From an optimization exercise on the open Yosys and OpenROAD flow, aimed at small area, a short achievable clock period and few clock cycles per item; shortcuts taken in it are not production practice. RTL that was checked went through simulation tests only; none was proved equivalent to the original. Power and IR drop assume default switching activity.

// softmax_normalizer
module softmax_normalizer
#(
    parameter int unsigned N             = 32,
    parameter int unsigned IN_BIT_WIDTH  = 16,
    parameter int unsigned SUM_BIT_WIDTH = 32,
    parameter int unsigned RECIP_W       = 32,
    parameter int unsigned OUT_BIT_WIDTH = 16
) (
    input  logic                        i_clk,
    input  logic                        i_rst_n,
    input  logic                        i_vec_valid,
    output logic                        o_vec_ready,
    input  logic [IN_BIT_WIDTH*N-1:0]   i_data,
    input  logic                        i_sum_valid,
    input  logic [SUM_BIT_WIDTH-1:0]    i_sum,
    output logic                        o_valid,
    input  logic                        i_ready,
    output logic [OUT_BIT_WIDTH-1:0]    o_prob,
    output logic [$clog2(N)-1:0]        o_idx,
    output logic                        o_last,
    output logic                        o_busy,
    output logic                        o_recip_sat
);
export LEC_CHECK = 0
export ABC_CLOCK_PERIOD_IN_PS = 3000
export CAP_MARGIN = 20
export CELL_PAD_IN_SITES_DETAIL_PLACEMENT = 1
export CORE_MARGIN = 2
export CORE_UTILIZATION = 40
export CTS_BUF_LIST = sky130_fd_sc_hd__clkbuf_16
export CTS_CLUSTER_DIAMETER = 80
export CTS_CLUSTER_SIZE = 20
export PLACE_DENSITY = 0.45
export SLEW_MARGIN = 20
create_clock -name core_clock -period 11.0 [get_ports {i_clk}]
standard.sh (not shown) runs the stock make flow with config.mk's settings and CLKGATE_MAP_FILE= SYNTH_SCRIPT=/design/flow/synth_recipe.tcl, a recipe that flattens the netlist after the stock synthesis.
==> flow/flow/run.sh <==
#!/bin/bash
# The standard layout (the standard.sh, standard synthesis unchanged), with
#  - every input and output port buffered by the smallest buffer (buf_1)
#    instead of the tool's default pick; the resizer still upsizes any port
#    buffer that needs more drive;
#  - repair_timing asked for a setup margin of 7.5 ns, so that it keeps
#    sizing and buffering paths until they are 7.5 ns inside the 11 ns clock.
# The SDC (clock period, I/O delays, loads) is the standard flow's, unchanged.
set -euo pipefail
export BUFFER_PORTS_ARGS="-buffer_cell sky130_fd_sc_hd__buf_1"
export SETUP_SLACK_MARGIN=7.5
bash standard.sh > make.log 2>&1
Next try:
--- a/flow/design.v
+++ b/flow/design.v
@@ -113,20 +113,21 @@
     output logic                        o_recip_sat
 );
     localparam int unsigned IDX_W = $clog2(N);
     logic [IN_BIT_WIDTH-1:0] xb_q [N];
     localparam int unsigned NG = 4;         
     localparam int unsigned GS = N / NG;
     logic [NG-1:0]           gfull_q;       
     logic                    full_q;        
     logic                    xb_new_q;      
-    logic [IDX_W-1:0]        rd_q;          
-    logic                    vready_q;      
+    logic [GS-1:0]           rdl_q;         
+    logic [NG-1:0]           rdg_q;         
+    logic                    vbusy_q;       
     logic                    full_d, sk_v_d;
     logic                    accept;
     logic [7:0]              xa1_q;         
     logic [6:0]              xa2_q, xa3_q;
     logic                    xa_v_q;
     logic                    xa_wait_q;     
     logic [28:0]             cs0_q, cs1_q;
     logic [5:0]              cs_ovf_q;      
     logic                    cs_hi_q;       
@@ -153,20 +154,20 @@
     logic [5:0]              povf;
     logic                    phi;
     logic [OUT_BIT_WIDTH-1:0] prob_n;
     logic                    offer_q;       
     logic                    pend_q;        
     logic                    sum_offer, sum_later, abort;
     logic                    div_start, div_free, div_ready;
     logic [RECIP_W-1:0]      div_recip;
     logic                    div_sat;
-    assign accept      = i_vec_valid & vready_q;
-    assign o_vec_ready = vready_q;
+    assign accept      = i_vec_valid & ~vbusy_q;
+    assign o_vec_ready = ~vbusy_q;
     assign sum_offer = i_vec_valid & i_sum_valid & ~offer_q;
     assign sum_later = pend_q & i_sum_valid;
     assign div_start = div_free & (sum_offer | sum_later);
     assign abort     = accept & offer_q & ~i_sum_valid;
     recip_divider #(
         .SUM_W   (SUM_BIT_WIDTH),
         .RECIP_W (RECIP_W)
     ) u_div (
         .i_clk   (i_clk),
@@ -185,24 +186,32 @@
         push      = cs_v_q & ~stall;
         cs_free   = ~cs_v_q | ~stall;
         xa_go     = xa_v_q & ~xa_wait_q & cs_free;
         xa_free   = ~xa_v_q | xa_go;
         rd_go     = full_q & xa_free;
         byp_go    = accept;
         new0      = accept;
         r_load    = div_ready & (~full_q | xb_new_q) & (xa_free | xa_wait_q);
         has_r     = ~abort & (r_next_q | r_load);
-        full_d    = accept | (full_q & ~(rd_go & (rd_q == IDX_W'(N - 1))));
+        full_d    = accept | (full_q & ~(rd_go & rdg_q[NG-1] & rdl_q[GS-1]));
         sk_v_d    = push ? (out_v_q & (~i_ready | sk_v_q)) : (sk_v_q & ~i_ready);
         xfer      = out_v_q & i_ready;
         xfer_last = xfer & last_q;
         out_take  = ~out_v_q | i_ready;
-        rd_data = xb_q[rd_q];
+        rd_data = '0;
+        for (int g = 0; g < int'(NG); g++) begin
+            logic [IN_BIT_WIDTH-1:0] gd;
+            gd = '0;
+            for (int l = 0; l < int'(GS); l++)
+                if (g*GS + l > 0)
+                    gd = gd | (xb_q[g*GS + l] & {IN_BIT_WIDTH{rdl_q[l]}});
+            rd_data = rd_data | (gd & {IN_BIT_WIDTH{rdg_q[g]}});
+        end
         xa_raw  = full_q ? rd_data : i_data[IN_BIT_WIDTH-1:0];
         for (int i = 0; i < 7; i++) begin
             xa1_d[i] = ~xa_raw[15] &  xa_raw[2*i] & ~xa_raw[2*i+1];
             xa2_d[i] = ~xa_raw[15] & ~xa_raw[2*i] &  xa_raw[2*i+1];
             xa3_d[i] = ~xa_raw[15] &  xa_raw[2*i] &  xa_raw[2*i+1];
         end
         xa1_d[7] = ~xa_raw[15] & xa_raw[14];
     end
     softmax_mul_s1 u_s1 (
@@ -246,49 +255,53 @@
         end
         if (push) begin
             sk_prob_q <= prob_n;
             sk_rs_q   <= cs_rs_q;
         end
         if (out_take) begin
             prob_q   <= sk_v_q ? sk_prob_q : prob_n;
             out_rs_q <= sk_v_q ? sk_rs_q : cs_rs_q;
         end
-        if (~full_q)
-            rd_q <= IDX_W'(1);
-        else if (rd_go)
-            rd_q <= rd_q + 1'b1;
+        if (~full_q) begin
+            rdl_q <= GS'(2);
+            rdg_q <= NG'(1);
+        end else if (rd_go) begin
+            rdl_q <= {rdl_q[GS-2:0], rdl_q[GS-1]};
+            if (rdl_q[GS-1])
+                rdg_q <= {rdg_q[NG-2:0], rdg_q[NG-1]};
+        end
     end
     always_ff @(posedge i_clk or negedge i_rst_n) begin
         if (!i_rst_n) begin
             full_q    <= 1'b0;
             gfull_q   <= '0;
-            vready_q  <= 1'b1;
+            vbusy_q   <= 1'b0;
             xb_new_q  <= 1'b0;
             xa_v_q    <= 1'b0;
             xa_wait_q <= 1'b0;
             r_next_q  <= 1'b0;
             cs_v_q    <= 1'b0;
             out_v_q   <= 1'b0;
             sk_v_q    <= 1'b0;
             idx_q     <= '0;
             last_q    <= 1'b0;
             nvec_q    <= '0;
             busy_q    <= 1'b0;
             offer_q   <= 1'b0;
             pend_q    <= 1'b0;
         end else begin
             full_q   <= full_d;
-            vready_q <= ~full_d & ~sk_v_d;
+            vbusy_q  <= full_d | sk_v_d;
             if (accept) begin
                 gfull_q  <= '1;
             end else if (rd_go) begin
                 for (int g = 0; g < int'(NG); g++)
-                    if (rd_q == IDX_W'(g*GS + GS - 1))
+                    if (rdg_q[g] && rdl_q[GS-1])
                         gfull_q[g] <= 1'b0;
             end
             if (accept)
                 xb_new_q <= ~has_r;
             else if (r_load)
                 xb_new_q <= 1'b0;
             if (xa_free)
                 xa_v_q <= rd_go | byp_go;
             if (new0) begin
Outcome: Wire length is lower by roughly a tenth. Non-clock buffer count is lower by 13. Utilization is lower by 0.24 points. Setup slack is better by 0.018 ns. First-iteration DRC count is lower by roughly a tenth. Die area is lower slightly. Hold slack is worse by 0.036 ns. Critical path depth is higher by 1. Cell area is lower by a few percent. Synthesized cell count is lower by a few percent. Sequential power is lower by well over a third.
Testbench counts after the change, summed over its fixed seeds: cycles 12,456, vectors 384.
The RTL of the first run of this note was laid out without a check of its function.

-- afterwards: timing with drivers on the ports --
In the flow no input, the clock included, has a driving cell. The finished layouts below were timed again as built, in two steps. Step 1 assumes that a clkbuf_16 drives the clock port and a buf_2 every other input. Step 2 adds t to the input delays and takes it off the output delays; t is the mean of the earliest and latest rising clock arrival at the registers after step 1. Input paths then give back, and output paths get back, about the clock's delay inside the block. a / b / c = no drivers / after step 1 / after step 2; a / b = the first two.
run	shift t [ns]	slack for setup (ns)	clock arrival spread, ns	worst slew at a driven data input, ns
the first run	0.726	7.460 / 7.388 / 7.134	0.055 / 0.055	0.16
the second run	0.728	7.478 / 7.410 / 7.060	0.039 / 0.039	0.16
After both steps every run listed still meets setup and hold. The setup slack of the second run, which loses most, moves by -0.068 ns with the drivers and by -0.418 ns with both steps.
